What follows belongs to an exercise in optimizing a design on an open flow for small area and a short achievable clock period; a production flow would make more cautious choices. Where RTL was checked, it was by simulation tests only, not by an equivalence proof against the original.

==> inputs of try-raven <==
==> flow/design.v (excerpt) <==
module iir_biquad_filter #(
  parameter int unsigned NB   = 10,
  parameter int unsigned NC   = 10,
  parameter int unsigned FRAC = 9
) (
  input  logic                 CLK,
  input  logic                 RST,
  input  logic signed [NB-1:0] DIN,
  input  logic                 VIN,
  input  logic                 COEF_WE,
  input  logic [2:0]           COEF_ADDR,
  input  logic signed [NC-1:0] COEF_DATA,
  input  logic                 COEF_COMMIT,
  input  logic                 FLUSH,
  input  logic                 BYPASS,
  input  logic                 CLR_SAT,
  output logic signed [NB-1:0] DOUT,
  output logic                 VOUT,
  output logic                 SAT
);
Settings: LEC_CHECK=0, ABC_AREA=1, CAP_MARGIN=20, CORE_MARGIN=2, CORE_UTILIZATION=40, SETUP_SLACK_MARGIN=5, SLEW_MARGIN=20, SYNTH_HIERARCHICAL=1, SYNTH_MINIMUM_KEEP_SIZE=0; clock period 11.0 ns.
standard.sh (not shown) runs the stock make flow with config.mk's settings and CLKGATE_MAP_FILE= SYNTH_SCRIPT=/design/flow/synth_recipe.tcl, a recipe that flattens the netlist after the stock synthesis.
==> flow/flow/run.sh <==
#!/bin/bash
# Layout flow: the standard flow (standard.sh) with two changes: the
# ports are buffered with a plain buffer cell, and timing repair only resizes
# and swaps cells (no buffer insertion or gate cloning). Each step's full
# output goes to a log file of its own in the work folder.
set -euo pipefail
bash standard.sh synth > synth.log 2>&1
bash standard.sh "BUFFER_PORTS_ARGS=-buffer_cell sky130_fd_sc_hd__buf_2" \
  "SETUP_MOVE_SEQUENCE=unbuffer,sizeup,swap" finish > layout.log 2>&1
==> inputs of try-juniper, as changes to try-raven <==
==> flow/flow/run.sh (replaced) <==
#!/bin/bash
# Layout flow: the standard flow (standard.sh) with three changes: the
# ports are buffered with a plain buffer cell, timing repair only resizes
# and swaps cells (no buffer insertion or gate cloning), and after global
# routing gates off the critical paths are sized down again. Each step's
# full output goes to a log file of its own in the work folder.
set -euo pipefail
bash standard.sh synth > synth.log 2>&1
bash standard.sh "BUFFER_PORTS_ARGS=-buffer_cell sky130_fd_sc_hd__buf_2" \
  "SETUP_MOVE_SEQUENCE=unbuffer,sizeup,swap" "RECOVER_POWER=100" finish > layout.log 2>&1
- SETUP_SLACK_MARGIN: 5 -> 4.5
==> inputs of try-tundra, as changes to try-raven <==
==> flow/run.sh (new file) <==
#!/bin/bash
# synth_recipe.tcl (not shown) runs the flow's synth.tcl, then flattens the netlist and writes it again
# the make line also repeats each setting of config.mk as NAME=value (left out here)
make -C /OpenROAD-flow-scripts/flow DESIGN_CONFIG=/design/flow/config.mk WORK_HOME=/design/flow/orfs CLKGATE_MAP_FILE= SYNTH_SCRIPT=/design/flow/synth_recipe.tcl finish
- SETUP_SLACK_MARGIN: 5 -> unset
removed: flow/flow/run.sh
removed: flow/standard.sh
==> run summary <==
- try-raven completed without violations. try-tundra passed the timing, design-rule and antenna checks. try-juniper reached the layout checks and failed them: capacitance limit, slew limit.
- Maximum frequency: try-raven > try-tundra > try-juniper.
- Die area is the same in try-raven and try-tundra.
- Critical path depth: try-juniper > try-tundra > try-raven.
- Hold slack: try-juniper > try-raven > try-tundra.


==> exp/juniper <==
iir_biquad_filter, a different RTL version from the one above (not shown whole).
clock: 11.0 ns
lec_check: 0
abc_area: 1
cap_margin: 20
core_margin: 2
core_utilization: 40
slew_margin: 20
synth_hierarchical: 1
synth_minimum_keep_size: 0
run.sh (not shown) runs the stock make flow with config.mk's settings and CLKGATE_MAP_FILE= SYNTH_SCRIPT=/design/flow/synth_recipe.tcl, a recipe that flattens the netlist after the stock synthesis.
Stock flow here: none of the scripts above is used.
==> exp/yarrow (differences from exp/juniper) <==
- SETUP_SLACK_MARGIN: default -> 4
==> summary of the runs <==
- Of exp/juniper and exp/yarrow, exp/juniper has the higher worst hold slack (gap 0.00071 ns).
- Cell area: exp/yarrow is higher than exp/juniper (11%).
- Against exp/juniper, the global-route usage of exp/yarrow is higher by 0.81 points.
- In die area, exp/yarrow and exp/juniper do not differ.
- First-iteration DRC count: exp/juniper is higher than exp/yarrow (about 9%).
- Between exp/yarrow and exp/juniper, the lower utilization is in exp/juniper (gap 4.8 points).
- Against exp/juniper, the non-clock buffer count of exp/yarrow is higher by 80.
==> figures <==
metric                                                                 exp/juniper      exp/yarrow
Result of the run                                                   finished clean  finished clean
Largest driver fanout on the critical path                                      18               6
Source-to-sink clock delay at the later pin of the worst-skew pair         0.46 ns         0.47 ns
Number of non-clock buffers                                                     68             148
Period Utilization, post-route                                               74.5%           64.7%
Final Non-Filler Cells                                                        2510            2596
Met2 wire length                                                           27.1 mm         28.9 mm
Wire per inst                                                              24.5 um         24.8 um
Placed inst area                                                       18700 sq um     18900 sq um
Crit path buffers/inverters                                                      2               6
Wire length of the first global-routing pass                               93.3 mm         95.9 mm
Routed wl met3                                                             5.20 mm         5.57 mm
Multi-input gate count                                                        1461            1465
Total number of vias                                                         14516           15081
Worst max-slew margin expressed relative to the limit                        31.4%           30.2%
Function was not checked in any run of this note: the RTL went through the layout flow alone.


==> 02-12 <==
iir_biquad_filter with an RTL version that a note above also has.
Design iir_biquad_filter, start of the top module:
module iir_biquad_filter #(
  parameter int unsigned NB   = 10,
  parameter int unsigned NC   = 10,
  parameter int unsigned FRAC = 9
) (
  input  logic                 CLK,
  input  logic                 RST,
  input  logic signed [NB-1:0] DIN,
  input  logic                 VIN,
  input  logic                 COEF_WE,
  input  logic [2:0]           COEF_ADDR,
  input  logic signed [NC-1:0] COEF_DATA,
  input  logic                 COEF_COMMIT,
  input  logic                 FLUSH,
  input  logic                 BYPASS,
  input  logic                 CLR_SAT,
  output logic signed [NB-1:0] DOUT,
  output logic                 VOUT,
  output logic                 SAT
);
  localparam int unsigned NCOEF = 5;
  logic [NC-1:0] shd_q [NCOEF];
  logic [NC-1:0] act_q [NCOEF];
  logic [NC-1:0] act_d [NCOEF];
  logic [NB-1:0] x1_q, x2_q, y1_q, y2_q;
  logic [NB-1:0] x1_d, x2_d, y1_d, y2_d;
  logic [NB-1:0] dout_q;
  logic          vout_q, sat_q;
  ...
clock: 11.0 ns
lec_check: 0
abc_area: 0
cap_margin: 20
core_margin: 2
core_utilization: 40
setup_slack_margin: 4.5
slew_margin: 20
synth_hierarchical: 1
synth_minimum_keep_size: 0
==> inputs of 11-27, as changes to 02-12 <==
--- a/flow/config.mk
+++ b/flow/config.mk
@@ -6,8 +6,8 @@
 export NUM_CORES = 4
 export LEC_CHECK = 0
-export ABC_AREA = 0
+export ABC_AREA = 1
 export CAP_MARGIN = 20
 export CORE_MARGIN = 2
-export CORE_UTILIZATION = 40
+export CORE_UTILIZATION = 55
 export SETUP_SLACK_MARGIN = 4.5
 export SLEW_MARGIN = 20
==> run summary <==
In 11-27 the routed wire length is higher than in 02-12, by about 11%.
In 02-12 the sequential share of layout area is higher than in 11-27, by 0.67 points.
Against 02-12, the area after synthesis of 11-27 is larger by about 1.6%.


==> inputs of wip/maple <==
Another version of the RTL of iir_biquad_filter (not shown whole).
clock: 11.0 ns
lec_check: 0
abc_area: 1
cap_margin: 20
core_margin: 2
core_utilization: 40
setup_slack_margin: 4
slew_margin: 20
synth_hierarchical: 1
synth_minimum_keep_size: 0
standard.sh (not shown) runs the stock make flow with config.mk's settings and CLKGATE_MAP_FILE= SYNTH_SCRIPT=/design/flow/synth_recipe.tcl, a recipe that flattens the netlist after the stock synthesis.
==> flow/flow/run.sh <==
#!/bin/bash
# Layout flow: the standard flow (standard.sh) with two changes: the
# ports are buffered with a plain buffer cell, and timing repair only resizes
# and swaps cells (no buffer insertion or gate cloning). Each step's full
# output goes to a log file of its own in the work folder.
set -euo pipefail
bash standard.sh synth > synth.log 2>&1
bash standard.sh "BUFFER_PORTS_ARGS=-buffer_cell sky130_fd_sc_hd__buf_2" \
  "SETUP_MOVE_SEQUENCE=unbuffer,sizeup,swap" finish > layout.log 2>&1
==> wip/yarrow: changes against wip/maple <==
- PLACE_DENSITY: not set -> 0.75
- SETUP_SLACK_MARGIN: 4 -> 4.5
==> wip/violet: changes against wip/maple <==
--- a/flow/design.v
+++ b/flow/design.v
@@ -1098,24 +1098,18 @@
   assign bfs128 = ~(pre_a_q[20] ^ bfc126);
   assign bfc128 = pre_a_q[20] | bfc126;
   wire bhs129, bhc129;
   assign bhs129 = ~pre_a_q[21];
   assign bhc129 = pre_a_q[21];
   wire [21:0] cs_a, cs_b;
   assign cs_a = {bhs129, bfs128, bhc125, bhs125, bhc117, bhs117, bhc105, bhs105, bhc89, bhc79, bfs78, bfc59, bfc49, bfc39, bfs39, bfc23, bfs23, bhc11, bfs10, bhs7, bhs3, bfs1};
   assign cs_b = {bfc128, bfc127, bfs127, bfc121, bfs121, bfc111, bfs111, bfc97, bfs97, bhs89, bhs79, bfs69, bfs59, bfs49, 1'b0, bfs31, 1'b0, bfs17, bhs11, bfs6, pb0_r0[1], pb0_r0[0]};
-  wire [18:0] lo_c   = {1'b0, cs_a[17:0]} + {1'b0, cs_b[17:0]};
-  wire [3:0]  top0_c = cs_a[21:18] + cs_b[21:18];
-  wire [3:0]  top1_c = cs_a[21:18] + cs_b[21:18] + 4'd1;
-  wire [3:0]  top_c  = lo_c[18] ? top1_c : top0_c;
-  wire        clip0_c = (top0_c != {4{top0_c[3]}});
-  wire        clip1_c = (top1_c != {4{top1_c[3]}});
-  assign acc_c = {top_c, lo_c[17:0]};
-  assign clip_c = lo_c[18] ? clip1_c : clip0_c;
+  assign acc_c = cs_a + cs_b;
+  assign clip_c = (acc_c[21:18] != {4{acc_c[21]}});
   assign y_c    = clip_c ? {acc_c[21], {(NB-1){~acc_c[21]}}} : acc_c[18:9];
   assign filt_c = VIN && !BYPASS;
   always_ff @(posedge CLK or posedge RST) begin
     if (RST) begin
       for (int i = 0; i < NCOEF; i++) begin
         shd_q[i]   <= '0;
         act_q[i]   <= '0;
         act_e_q[i] <= '0;
==> flow/run.sh (new file) <==
#!/bin/bash
# synth_recipe.tcl (not shown) runs the flow's synth.tcl, then flattens the netlist and writes it again
# the make line also repeats each setting of config.mk as NAME=value (left out here)
make -C /OpenROAD-flow-scripts/flow DESIGN_CONFIG=/design/flow/config.mk WORK_HOME=/design/flow/orfs CLKGATE_MAP_FILE= SYNTH_SCRIPT=/design/flow/synth_recipe.tcl finish
- SETUP_SLACK_MARGIN: 4 -> 4.5
removed: flow/flow/run.sh
removed: flow/standard.sh
==> summary.txt <==
Final layout
  • Final core utilization: 46.4%
  • Seq. cell area: 5080 um^2
  • Sequential share of cell area: roughly 23%
  • Most frequent cells in the layout: nand2_1 (267), xor2_1 (227), fa_1 (224)
  • Layout cells sized above 1: between 10% and 20%
  • Fin cells: 2643
  • Post-route design area: 22200 um^2

Worst setup path
  • Critical path buffers and inverters: 5
  • Crit path required time: about 11 ns

Timing
  • Setup Skew: 0.0273 ns
  • Tcrit/Tclk final: around three fifths

Synth
  • Post-Syn Instances: 2000

Global route
  • GRT Util Overall: between 20% and 30%

Routing
  • Via Count: between 15000 and 20000
  • Via density: between 5 and 6

Placement
  • GPL Wtd Cong: about 1.0

Clock network
  • CTS buffer count: 24

Run status
  • Outcome: finished clean

Floorplanning
  • Die Wd: roughly 220 um
That was wip/yarrow.
==> summary.txt <==
Run status
  • Outcome: finished clean

Final layout
  • Final core utilization: approximately half
  • Most frequent cells in the layout: nand2_1 (269), xor2_1 (235), fa_1 (230)
  • Sequential share of cell area: around 22%
  • Layout cells sized above 1: 21.0%
  • Fin cells: between 2000 and 3000
  • Seq. cell area: ~5100 um^2

Worst setup path
  • Crit path required time: 11.39 ns

Floorplanning
  • Die Wd: about 220 um
  • Core Region: about 48000 um^2

Global route
  • GRT Util Overall: 25.8%

Synth
  • Post-Syn Instances: just over 2000

Routing
  • Via Count: 15583
  • Via density: 5.60

Placement
  • GPL Wtd Cong: between 0.9 and 1

Timing
  • Setup Skew: about 0.017 ns

Clock network
  • CTS buffer count: 25
That was wip/violet.
==> summary.txt <==
Global route
  • GRT Util Overall: 25.1%

Worst setup path
  • Critical path buffers and inverters: 5
  • Crit path required time: 11.42 ns

Run status
  • Outcome: finished clean

Routing
  • Via density: between 5 and 6

Final layout
  • Post-route design area: about 21000 um^2
  • Most frequent cells in the layout: nand2_1 (285), fa_1 (261), xor2_1 (241)
  • Sequential share of cell area: between 20% and 30%
  • Fin cells: around 2700
  • Layout cells sized above 1: about a tenth
  • Seq. cell area: 5080 um^2

Placement
  • GPL Wtd Cong: 0.985

Timing
  • Setup Skew: approximately 0.029 ns

Floorplanning
  • Die Wd: around 220 um

Clock network
  • CTS buffer count: 26
That was wip/maple.
Only the layout flow was run in wip/maple and wip/yarrow; the RTL was not checked for function there.

port drivers added, routing unchanged:
Ports are ideal in the flow. The routed layouts listed here were re-timed in OpenROAD. Step 1 sets driving cells, clkbuf_16 on the clock port and buf_2 on the other inputs (assumed; they add their load-dependent delay and slew). Step 2, shift: input delay + t, output delay - t, t = (earliest + latest rising clock arrival at the registers) / 2. This alone moves slack from input paths to output paths. Slacks: ideal / step 1 / step 2; pairs: ideal / step 1.
| run | shift t [ns] | setup slack, ns | hold WS [ns] | worst setup path at the end |
|---|---|---|---|---|
| try-raven | 0.510 | 4.261 / 4.264 / 3.754 | 0.484 / 0.484 / 0.484 | input to register |
| try-juniper | 0.516 | 2.401 / 2.412 / 1.896 | 0.484 / 0.484 / 0.484 | input to register |
| try-tundra | 0.515 | 3.487 / 3.523 / 3.008 | 0.482 / 0.483 / 0.483 | input to register |
| exp/juniper | 0.502 | 2.805 / 2.829 / 2.327 | 0.483 / 0.483 / 0.483 | input to register |
| exp/yarrow | 0.506 | 3.888 / 3.892 / 3.386 | 0.483 / 0.483 / 0.483 | input to register |
| 02-12 | 0.519 | 4.135 / 4.145 / 3.626 | 0.487 / 0.487 / 0.487 | input to register |
| 11-27 | 0.523 | 4.567 / 4.601 / 4.078 | 0.488 / 0.488 / 0.488 | input to register |
| wip/maple | 0.617 | 4.193 / 4.225 / 3.608 | 0.469 / 0.469 / 0.469 | input to register |
| wip/yarrow | 0.601 | 4.460 / 4.462 / 3.861 | 0.479 / 0.479 / 0.479 | input to register |
| wip/violet | 0.606 | 4.528 / 4.558 / 3.952 | 0.479 / 0.479 / 0.479 | input to register |
For wip/yarrow, which loses most, drivers alone change the setup slack by +0.002 ns; drivers and shift together by -0.599 ns.
